Background: an optimization exercise with open tools, aiming at small area. Do not read the settings as production practice. At most, simulation tests tie the RTL to the original design; equivalence was not proved.

==> 11-13: inputs <==
## overlay_top
module overlay_top (
    input  logic                        clk,
    input  logic                        reset,
    input  logic                        vsync_i,
    input  logic [12-1:0][10-1:0] region_min_x_i,
    input  logic [12-1:0][10-1:0] region_max_x_i,
    input  logic [12-1:0][10-1:0] region_min_y_i,
    input  logic [12-1:0][10-1:0] region_max_y_i,
    input  overlay_pkg::coord_t         draw_x_i,
    input  overlay_pkg::coord_t         draw_y_i,
    input  logic [8-1:0]       pixel_i,
    input  overlay_pkg::shade_t         brightness_i,
    input  logic [15-1:0]    area_thresh_i,
    input  logic                        highlight_i,
    output overlay_pkg::shade_t         red_o,
    output overlay_pkg::shade_t         green_o,
    output overlay_pkg::shade_t         blue_o
);
    logic [12-1:0][10-1:0] snap_min_x;
    logic [12-1:0][10-1:0] snap_max_x;
    logic [12-1:0][10-1:0] snap_min_y;
    logic [12-1:0][10-1:0] snap_max_y;
    logic [12/2-1:0][10-1:0] next_min_x;
    logic [12/2-1:0][10-1:0] next_max_x;
    logic [12/2-1:0][10-1:0] next_min_y;
    logic [12/2-1:0][10-1:0] next_max_y;
    logic                        take_snap;
    logic                        loaded;
    overlay_pkg::region_mask_t   region_valid;
    logic                        outline_hit;
    box_snapshot u_box_snapshot (
        .clk          (clk),
        .reset        (reset),
        .vsync_i      (vsync_i),
        .min_x_i      (region_min_x_i),
  ...
export LEC_CHECK = 0
export CAP_MARGIN = 20
export CORE_MARGIN = 2
export CORE_UTILIZATION = 40
export SETUP_SLACK_MARGIN = 0.1
export SLEW_MARGIN = 20
export SYNTH_HIERARCHICAL = 1
create_clock -name core_clock -period 10.0 [get_ports {clk}]
standard.sh (not shown) runs the stock make flow with config.mk's settings and CLKGATE_MAP_FILE= SYNTH_SCRIPT=/design/flow/synth_recipe.tcl, a recipe that flattens the netlist after the stock synthesis.
==> flow/flow/run.sh <==
#!/bin/bash
# The standard layout with two changes:
#  - the smallest buffer (buf_1) as the port buffer instead of the delay buffer
#    buffer_ports picks on its own; every input and output still gets its own
#    buffer;
#  - clock tree synthesis without dummy loads (-dont_use_dummy_load), which
#    CTS otherwise adds only to even out the tree's branches.
set -euo pipefail
export BUFFER_PORTS_ARGS="-buffer_cell sky130_fd_sc_hd__buf_1"
export CTS_ARGS="-sink_clustering_enable -repair_clock_nets -sink_clustering_size 25 -sink_clustering_max_diameter 80 -buf_list sky130_fd_sc_hd__clkbuf_16 -dont_use_dummy_load"
bash standard.sh finish > standard_flow.log 2>&1
==> inputs of 10-25, as changes to 11-13 <==
--- a/flow/design.v
+++ b/flow/design.v
@@ -131,14 +131,21 @@
             .sat    (unit_a[k][15]),
             .low    (unit_a[k][14:0])
         );
     end
     assign thresh = (area_thresh_i != '0) ? area_thresh_i : 15'(16);
-    logic [14:0] nthresh;
-    logic [14:0] nthresh_q;
-    assign nthresh   = ~thresh;
-    assign nthresh_q = ~thresh_q;
+    function automatic logic ge15(input logic [14:0] a, input logic [14:0] b);
+        logic ge;
+        ge = 1'b1;
+        for (int i = 0; i < 15; i++) begin
+            ge = (a[i] & ~b[i]) | (a[i] & ge) | (~b[i] & ge);
+        end
+        ge15 = ge;
+    endfunction
+    function automatic logic keep(input logic [16:0] a, input logic [14:0] t);
+        keep = a[16] & (a[15] | ge15(a[14:0], t));
+    endfunction
     always_ff @(posedge clk) begin
         for (int k = 0; k < H; k++) begin
             area_p[k] <= unit_a[k];
             area_q[k] <= area_p[k];
         end
@@ -156,17 +163,15 @@
             odd_q        <= odd;
             after_snap_q <= take_snap_i;
             loaded_q     <= loaded_i;
         end
     end
-    for (genvar k = 0; k < H; k++) begin : g_keep
-        box_keep u_keep_x (.a(area_q[k]), .nt(nthresh),   .keep(keep_x_d[k]));
-        box_keep u_keep_p (.a(area_p[k]), .nt(nthresh_q), .keep(keep_p[k]));
-        box_keep u_keep_q (.a(area_q[k]), .nt(nthresh_q), .keep(keep_q[k]));
-    end
     always_comb begin
         for (int k = 0; k < H; k++) begin
+            keep_x_d[k] = keep(area_q[k], thresh);
+            keep_p[k]   = keep(area_p[k], thresh_q);
+            keep_q[k]   = keep(area_q[k], thresh_q);
             if (after_snap_q) begin
                 valid_p[k] = odd_q ? keep_q[k] : keep_x_q[k];
                 valid_q[k] = odd_q ? keep_x_q[k] : keep_q[k];
             end else begin
                 valid_p[k] = keep_p[k];
@@ -174,25 +179,10 @@
             end
         end
     end
     assign region_valid_o = loaded_q ? {valid_q, valid_p} : '0;
 endmodule
-module box_keep (
-    input  logic [16:0] a,
-    input  logic [14:0] nt,
-    output logic        keep
-);
-    logic [15:1] c;
-    assign c[1] = a[0] | nt[0];
-    for (genvar i = 1; i < 15; i++) begin : g_bit
-        ovl_maj u_maj (.a(a[i]), .b(nt[i]), .c(c[i]), .y(c[i+1]));
-    end
-    assign keep = a[16] & (a[15] | c[15]);
-endmodule
-module ovl_maj (input logic a, b, c, output logic y);
-    assign y = (a & b) | (a & c) | (b & c);
-endmodule
 module box_area_unit (
     input  logic [9:0]  x0, x1, y0, y1,
     output logic        is_box,
     output logic        sat,
     output logic [14:0] low
@@ -223,12 +213,11 @@
     logic p89, p90, p91, p92, p93, p94, p95, p96, p97, p98, p99, p100, p101, p102, p103, p104;
     logic p105, p106, p107, p108, p109, p110, p111, p112, p113, p114, p115, p116, p117, p118, p119, p120;
     logic p121, p122, p123, p124, p125, p126, p127, p128, p129, p130, p131, p132, p133, p134, p135, p136;
     logic p137;
     assign nb1 = ~x0;
-    assign n2 = ~(x1[0] ^ nb1[0]);
-    assign n3 = x1[0] | nb1[0];
+    ovl_fa u_n2 (.a(x1[0]), .b(nb1[0]), .c(1'b1), .s(n2), .co(n3));
     ovl_fa u_n4 (.a(x1[1]), .b(nb1[1]), .c(n3), .s(n4), .co(n5));
     ovl_fa u_n6 (.a(x1[2]), .b(nb1[2]), .c(n5), .s(n6), .co(n7));
     ovl_fa u_n8 (.a(x1[3]), .b(nb1[3]), .c(n7), .s(n8), .co(n9));
     ovl_fa u_n10 (.a(x1[4]), .b(nb1[4]), .c(n9), .s(n10), .co(n11));
     ovl_fa u_n12 (.a(x1[5]), .b(nb1[5]), .c(n11), .s(n12), .co(n13));
@@ -236,12 +225,11 @@
     ovl_fa u_n16 (.a(x1[7]), .b(nb1[7]), .c(n15), .s(n16), .co(n17));
     ovl_fa u_n18 (.a(x1[8]), .b(nb1[8]), .c(n17), .s(n18), .co(n19));
     ovl_fa u_n20 (.a(x1[9]), .b(nb1[9]), .c(n19), .s(n20), .co(n21));
     assign n22 = n21 ? 1'b1 : 1'b0;
     assign nb23 = ~y0;
-    assign n24 = ~(y1[0] ^ nb23[0]);
-    assign n25 = y1[0] | nb23[0];
+    ovl_fa u_n24 (.a(y1[0]), .b(nb23[0]), .c(1'b1), .s(n24), .co(n25));
     ovl_fa u_n26 (.a(y1[1]), .b(nb23[1]), .c(n25), .s(n26), .co(n27));
     ovl_fa u_n28 (.a(y1[2]), .b(nb23[2]), .c(n27), .s(n28), .co(n29));
     ovl_fa u_n30 (.a(y1[3]), .b(nb23[3]), .c(n29), .s(n30), .co(n31));
     ovl_fa u_n32 (.a(y1[4]), .b(nb23[4]), .c(n31), .s(n32), .co(n33));
     ovl_fa u_n34 (.a(y1[5]), .b(nb23[5]), .c(n33), .s(n34), .co(n35));
@@ -383,14 +371,14 @@
     ovl_fa u_n212 (.a(n166), .b(n163), .c(n168), .s(n212), .co(n213));
     ovl_fa u_n214 (.a(n170), .b(n165), .c(n172), .s(n214), .co(n215));
     ovl_fa u_n216 (.a(n167), .b(n174), .c(n169), .s(n216), .co(n217));
     ovl_fa u_n218 (.a(n171), .b(n176), .c(n173), .s(n218), .co(n219));
     ovl_fa u_n220 (.a(n178), .b(n180), .c(n175), .s(n220), .co(n221));
-    ovl_fa u_n222 (.a(n177), .b(n179), .c(p80), .s(n222), .co(n223));
+    ovl_fa u_n222 (.a(n177), .b(p80), .c(n179), .s(n222), .co(n223));
     ovl_fa u_n224 (.a(n182), .b(n181), .c(n184), .s(n224), .co(n225));
-    ovl_fa u_n226 (.a(p97), .b(n186), .c(n183), .s(n226), .co(n227));
-    ovl_fa u_n228 (.a(p115), .b(p89), .c(n185), .s(n228), .co(n229));
+    ovl_fa u_n226 (.a(p97), .b(n186), .c(p115), .s(n226), .co(n227));
+    ovl_fa u_n228 (.a(p89), .b(n183), .c(n185), .s(n228), .co(n229));
     ovl_ha u_n230 (.a(p46), .b(p54), .s(n230), .co(n231));
     ovl_fa u_n232 (.a(p63), .b(n188), .c(p119), .s(n232), .co(n233));
     ovl_fa u_n234 (.a(n189), .b(n190), .c(p130), .s(n234), .co(n235));
     ovl_fa u_n236 (.a(n191), .b(n193), .c(n194), .s(n236), .co(n237));
     ovl_fa u_n238 (.a(n195), .b(n197), .c(n198), .s(n238), .co(n239));
@@ -424,27 +412,25 @@
     ovl_fa u_n294 (.a(n263), .b(n264), .c(n293), .s(n294), .co(n295));
     ovl_fa u_n296 (.a(n265), .b(n266), .c(n295), .s(n296), .co(n297));
     ovl_fa u_n298 (.a(n267), .b(n268), .c(n297), .s(n298), .co(n299));
     ovl_fa u_n300 (.a(n269), .b(n270), .c(n299), .s(n300), .co(n301));
     ovl_fa u_n302 (.a(n271), .b(n272), .c(n301), .s(n302), .co(n303));
-    ovl_ha u_n304 (.a(n273), .b(n274), .s(n304), .co(n305));
+    ovl_fa u_n304 (.a(n273), .b(n274), .c(1'b0), .s(n304), .co(n305));
     ovl_fa u_n306 (.a(n275), .b(n276), .c(n305), .s(n306), .co(n307));
     ovl_fa u_n308 (.a(n277), .b(n278), .c(n307), .s(n308), .co(n309));
-    assign n310 = ~(n273 ^ n274);
-    assign n311 = n273 | n274;
+    ovl_fa u_n310 (.a(n273), .b(n274), .c(1'b1), .s(n310), .co(n311));
     ovl_fa u_n312 (.a(n275), .b(n276), .c(n311), .s(n312), .co(n313));
     ovl_fa u_n314 (.a(n277), .b(n278), .c(n313), .s(n314), .co(n315));
     assign n316 = n303 ? n310 : n304;
     assign n317 = n303 ? n312 : n306;
     assign n318 = n303 ? n314 : n308;
     assign n319 = n303 ? n315 : n309;
-    ovl_ha u_n320 (.a(n280), .b(n279), .s(n320), .co(n321));
+    ovl_fa u_n320 (.a(n280), .b(n279), .c(1'b0), .s(n320), .co(n321));
     ovl_fa u_n322 (.a(n282), .b(n281), .c(n321), .s(n322), .co(n323));
     ovl_fa u_n324 (.a(n283), .b(n284), .c(n323), .s(n324), .co(n325));
     ovl_fa u_n326 (.a(n255), .b(n285), .c(n325), .s(n326), .co(n327));
-    assign n328 = ~(n280 ^ n279);
-    assign n329 = n280 | n279;
+    ovl_fa u_n328 (.a(n280), .b(n279), .c(1'b1), .s(n328), .co(n329));
     ovl_fa u_n330 (.a(n282), .b(n281), .c(n329), .s(n330), .co(n331));
     ovl_fa u_n332 (.a(n283), .b(n284), .c(n331), .s(n332), .co(n333));
     ovl_fa u_n334 (.a(n255), .b(n285), .c(n333), .s(n334), .co(n335));
     assign n336 = n319 ? n328 : n320;
     assign n337 = n319 ? n330 : n322;
==> flow/flow/run.sh (replaced) <==
#!/bin/bash
# The standard layout, with the smallest buffer (buf_1) as the port buffer
# instead of the delay buffer buffer_ports picks on its own.  Every input and
# output still gets its own buffer.
set -euo pipefail
export BUFFER_PORTS_ARGS="-buffer_cell sky130_fd_sc_hd__buf_1"
bash standard.sh finish > standard_flow.log 2>&1
--- a/flow/config.mk
+++ b/flow/config.mk
@@ -6,8 +6,10 @@
 export NUM_CORES = 4
 export LEC_CHECK = 0
 export CAP_MARGIN = 20
 export CORE_MARGIN = 2
 export CORE_UTILIZATION = 40
-export SETUP_SLACK_MARGIN = 0.1
+export CTS_BUF_LIST = sky130_fd_sc_hd__clkbuf_16
+export CTS_CLUSTER_DIAMETER = 80
+export CTS_CLUSTER_SIZE = 25
 export SLEW_MARGIN = 20
 export SYNTH_HIERARCHICAL = 1
==> inputs of 08-12, as changes to 11-13 <==
--- a/flow/design.v
+++ b/flow/design.v
@@ -179,13 +179,13 @@
 module box_keep (
     input  logic [16:0] a,
     input  logic [14:0] nt,
     output logic        keep
 );
-    logic [15:1] c;
-    assign c[1] = a[0] | nt[0];
-    for (genvar i = 1; i < 15; i++) begin : g_bit
+    logic [15:0] c;
+    assign c[0] = 1'b1;
+    for (genvar i = 0; i < 15; i++) begin : g_bit
         ovl_maj u_maj (.a(a[i]), .b(nt[i]), .c(c[i]), .y(c[i+1]));
     end
     assign keep = a[16] & (a[15] | c[15]);
 endmodule
 module ovl_maj (input logic a, b, c, output logic y);
@@ -223,12 +223,11 @@
     logic p89, p90, p91, p92, p93, p94, p95, p96, p97, p98, p99, p100, p101, p102, p103, p104;
     logic p105, p106, p107, p108, p109, p110, p111, p112, p113, p114, p115, p116, p117, p118, p119, p120;
     logic p121, p122, p123, p124, p125, p126, p127, p128, p129, p130, p131, p132, p133, p134, p135, p136;
     logic p137;
     assign nb1 = ~x0;
-    assign n2 = ~(x1[0] ^ nb1[0]);
-    assign n3 = x1[0] | nb1[0];
+    ovl_fa u_n2 (.a(x1[0]), .b(nb1[0]), .c(1'b1), .s(n2), .co(n3));
     ovl_fa u_n4 (.a(x1[1]), .b(nb1[1]), .c(n3), .s(n4), .co(n5));
     ovl_fa u_n6 (.a(x1[2]), .b(nb1[2]), .c(n5), .s(n6), .co(n7));
     ovl_fa u_n8 (.a(x1[3]), .b(nb1[3]), .c(n7), .s(n8), .co(n9));
     ovl_fa u_n10 (.a(x1[4]), .b(nb1[4]), .c(n9), .s(n10), .co(n11));
     ovl_fa u_n12 (.a(x1[5]), .b(nb1[5]), .c(n11), .s(n12), .co(n13));
@@ -236,12 +235,11 @@
     ovl_fa u_n16 (.a(x1[7]), .b(nb1[7]), .c(n15), .s(n16), .co(n17));
     ovl_fa u_n18 (.a(x1[8]), .b(nb1[8]), .c(n17), .s(n18), .co(n19));
     ovl_fa u_n20 (.a(x1[9]), .b(nb1[9]), .c(n19), .s(n20), .co(n21));
     assign n22 = n21 ? 1'b1 : 1'b0;
     assign nb23 = ~y0;
-    assign n24 = ~(y1[0] ^ nb23[0]);
-    assign n25 = y1[0] | nb23[0];
+    ovl_fa u_n24 (.a(y1[0]), .b(nb23[0]), .c(1'b1), .s(n24), .co(n25));
     ovl_fa u_n26 (.a(y1[1]), .b(nb23[1]), .c(n25), .s(n26), .co(n27));
     ovl_fa u_n28 (.a(y1[2]), .b(nb23[2]), .c(n27), .s(n28), .co(n29));
     ovl_fa u_n30 (.a(y1[3]), .b(nb23[3]), .c(n29), .s(n30), .co(n31));
     ovl_fa u_n32 (.a(y1[4]), .b(nb23[4]), .c(n31), .s(n32), .co(n33));
     ovl_fa u_n34 (.a(y1[5]), .b(nb23[5]), .c(n33), .s(n34), .co(n35));
@@ -383,14 +381,14 @@
     ovl_fa u_n212 (.a(n166), .b(n163), .c(n168), .s(n212), .co(n213));
     ovl_fa u_n214 (.a(n170), .b(n165), .c(n172), .s(n214), .co(n215));
     ovl_fa u_n216 (.a(n167), .b(n174), .c(n169), .s(n216), .co(n217));
     ovl_fa u_n218 (.a(n171), .b(n176), .c(n173), .s(n218), .co(n219));
     ovl_fa u_n220 (.a(n178), .b(n180), .c(n175), .s(n220), .co(n221));
-    ovl_fa u_n222 (.a(n177), .b(n179), .c(p80), .s(n222), .co(n223));
+    ovl_fa u_n222 (.a(n177), .b(p80), .c(n179), .s(n222), .co(n223));
     ovl_fa u_n224 (.a(n182), .b(n181), .c(n184), .s(n224), .co(n225));
-    ovl_fa u_n226 (.a(p97), .b(n186), .c(n183), .s(n226), .co(n227));
-    ovl_fa u_n228 (.a(p115), .b(p89), .c(n185), .s(n228), .co(n229));
+    ovl_fa u_n226 (.a(p97), .b(n186), .c(p115), .s(n226), .co(n227));
+    ovl_fa u_n228 (.a(p89), .b(n183), .c(n185), .s(n228), .co(n229));
     ovl_ha u_n230 (.a(p46), .b(p54), .s(n230), .co(n231));
     ovl_fa u_n232 (.a(p63), .b(n188), .c(p119), .s(n232), .co(n233));
     ovl_fa u_n234 (.a(n189), .b(n190), .c(p130), .s(n234), .co(n235));
     ovl_fa u_n236 (.a(n191), .b(n193), .c(n194), .s(n236), .co(n237));
     ovl_fa u_n238 (.a(n195), .b(n197), .c(n198), .s(n238), .co(n239));
@@ -424,27 +422,25 @@
     ovl_fa u_n294 (.a(n263), .b(n264), .c(n293), .s(n294), .co(n295));
     ovl_fa u_n296 (.a(n265), .b(n266), .c(n295), .s(n296), .co(n297));
     ovl_fa u_n298 (.a(n267), .b(n268), .c(n297), .s(n298), .co(n299));
     ovl_fa u_n300 (.a(n269), .b(n270), .c(n299), .s(n300), .co(n301));
     ovl_fa u_n302 (.a(n271), .b(n272), .c(n301), .s(n302), .co(n303));
-    ovl_ha u_n304 (.a(n273), .b(n274), .s(n304), .co(n305));
+    ovl_fa u_n304 (.a(n273), .b(n274), .c(1'b0), .s(n304), .co(n305));
     ovl_fa u_n306 (.a(n275), .b(n276), .c(n305), .s(n306), .co(n307));
     ovl_fa u_n308 (.a(n277), .b(n278), .c(n307), .s(n308), .co(n309));
-    assign n310 = ~(n273 ^ n274);
-    assign n311 = n273 | n274;
+    ovl_fa u_n310 (.a(n273), .b(n274), .c(1'b1), .s(n310), .co(n311));
     ovl_fa u_n312 (.a(n275), .b(n276), .c(n311), .s(n312), .co(n313));
     ovl_fa u_n314 (.a(n277), .b(n278), .c(n313), .s(n314), .co(n315));
     assign n316 = n303 ? n310 : n304;
     assign n317 = n303 ? n312 : n306;
     assign n318 = n303 ? n314 : n308;
     assign n319 = n303 ? n315 : n309;
-    ovl_ha u_n320 (.a(n280), .b(n279), .s(n320), .co(n321));
+    ovl_fa u_n320 (.a(n280), .b(n279), .c(1'b0), .s(n320), .co(n321));
     ovl_fa u_n322 (.a(n282), .b(n281), .c(n321), .s(n322), .co(n323));
     ovl_fa u_n324 (.a(n283), .b(n284), .c(n323), .s(n324), .co(n325));
     ovl_fa u_n326 (.a(n255), .b(n285), .c(n325), .s(n326), .co(n327));
-    assign n328 = ~(n280 ^ n279);
-    assign n329 = n280 | n279;
+    ovl_fa u_n328 (.a(n280), .b(n279), .c(1'b1), .s(n328), .co(n329));
     ovl_fa u_n330 (.a(n282), .b(n281), .c(n329), .s(n330), .co(n331));
     ovl_fa u_n332 (.a(n283), .b(n284), .c(n331), .s(n332), .co(n333));
     ovl_fa u_n334 (.a(n255), .b(n285), .c(n333), .s(n334), .co(n335));
     assign n336 = n319 ? n328 : n320;
     assign n337 = n319 ? n330 : n322;
==> summary.txt <==
Floorplanning
  – Chip width: 380 um
  – Initial core utilization: 40.4%

Synthesis
  – Synthesized-area fraction occupied by adder cells: between 30 and 40%
  – Synth Cell Area: 56500 um^2

CTS
  – Clk latency of the worst-skew pair: approximately 700 ps

Layout
  – Layout net count: just under 7000
  – Fin util: 43.8%
  – Layout Cells excl Fill: 7453

STA
  – RSZ-0062 raised after global routing: yes

Place
  – Placed cell areas: 59900 um^2
  – Placement Setup Slack: -551 ps

GRT
  – Met3 Use GR: 4.82%

Status
  – Status: finished clean
(the above is from 11-13)
==> summary.txt <==
STA
  – RSZ-0062 raised after global routing: no

Route
  – Vias per cell: 5.66

Layout
  – Layout net count: 7137
  – Layout Cells excl Fill: 7750
  – Fin util: approximately 44%

Synthesis
  – Synthesized-area fraction occupied by adder cells: roughly 30%
  – Synth Cell Area: 57200 um^2

CTS
  – Clk latency of the worst-skew pair: around 710 ps

Floorplanning
  – Initial core utilization: 40.3%

Place
  – Placed cell areas: 61000 um^2
  – Placement Setup Slack: -601 ps

Status
  – Status: finished clean

GRT
  – Met3 Use GR: 5.22%
(the above is from 10-25)
==> summary.txt <==
Status
  – Status: finished clean

Layout
  – Fin util: 44.1%
  – Layout net count: 6898
  – Layout Cells excl Fill: 7479

Synthesis
  – Synth Cell Area: ~57000 um^2

Place
  – Placement Setup Slack: -609 ps

CTS
  – Clk latency of the worst-skew pair: 710 ps

GRT
  – Met3 Use GR: 5.19%

Floorplanning
  – Initial core utilization: 40.2%

STA
  – RSZ-0062 raised after global routing: yes
(the above is from 08-12)
Function not checked in 08-12: the RTL went through the layout flow alone.

[re-timing with driven ports]
How much do the figures lean on ideal ports? The routed layouts below were timed once more, with nothing changed but the port constraints.
Step 1: set_driving_cell puts a clkbuf_16 on clk and a buf_2 on each other input, an assumption about the parent block.
Step 2 adds t to the input delays and takes it off the output delays; t is the mean of the earliest and latest rising clock arrival at the registers after step 1. Input paths then give back, and output paths get back, about the clock's delay inside the block.
Three values: no drivers, after step 1, after step 2; two values: the first two.
run	t, ns	setup slack, ns	clock arrival spread, ns	slew at the worst register clock pin (ns)	worst slew at a driven data input, ns
11-13	0.731	0.259 / 0.315 / -0.415	0.104 / 0.105	0.10 / 0.10	0.21
10-25	0.756	0.160 / 0.162 / -0.594	0.073 / 0.072	0.11 / 0.11	0.14
08-12	0.730	0.217 / 0.264 / -0.466	0.108 / 0.108	0.10 / 0.10	0.15
With both steps, setup timing fails in every run listed, where it was met with ideal ports. For 10-25, which loses most, drivers alone change the setup slack by +0.002 ns; drivers and shift together by -0.754 ns.
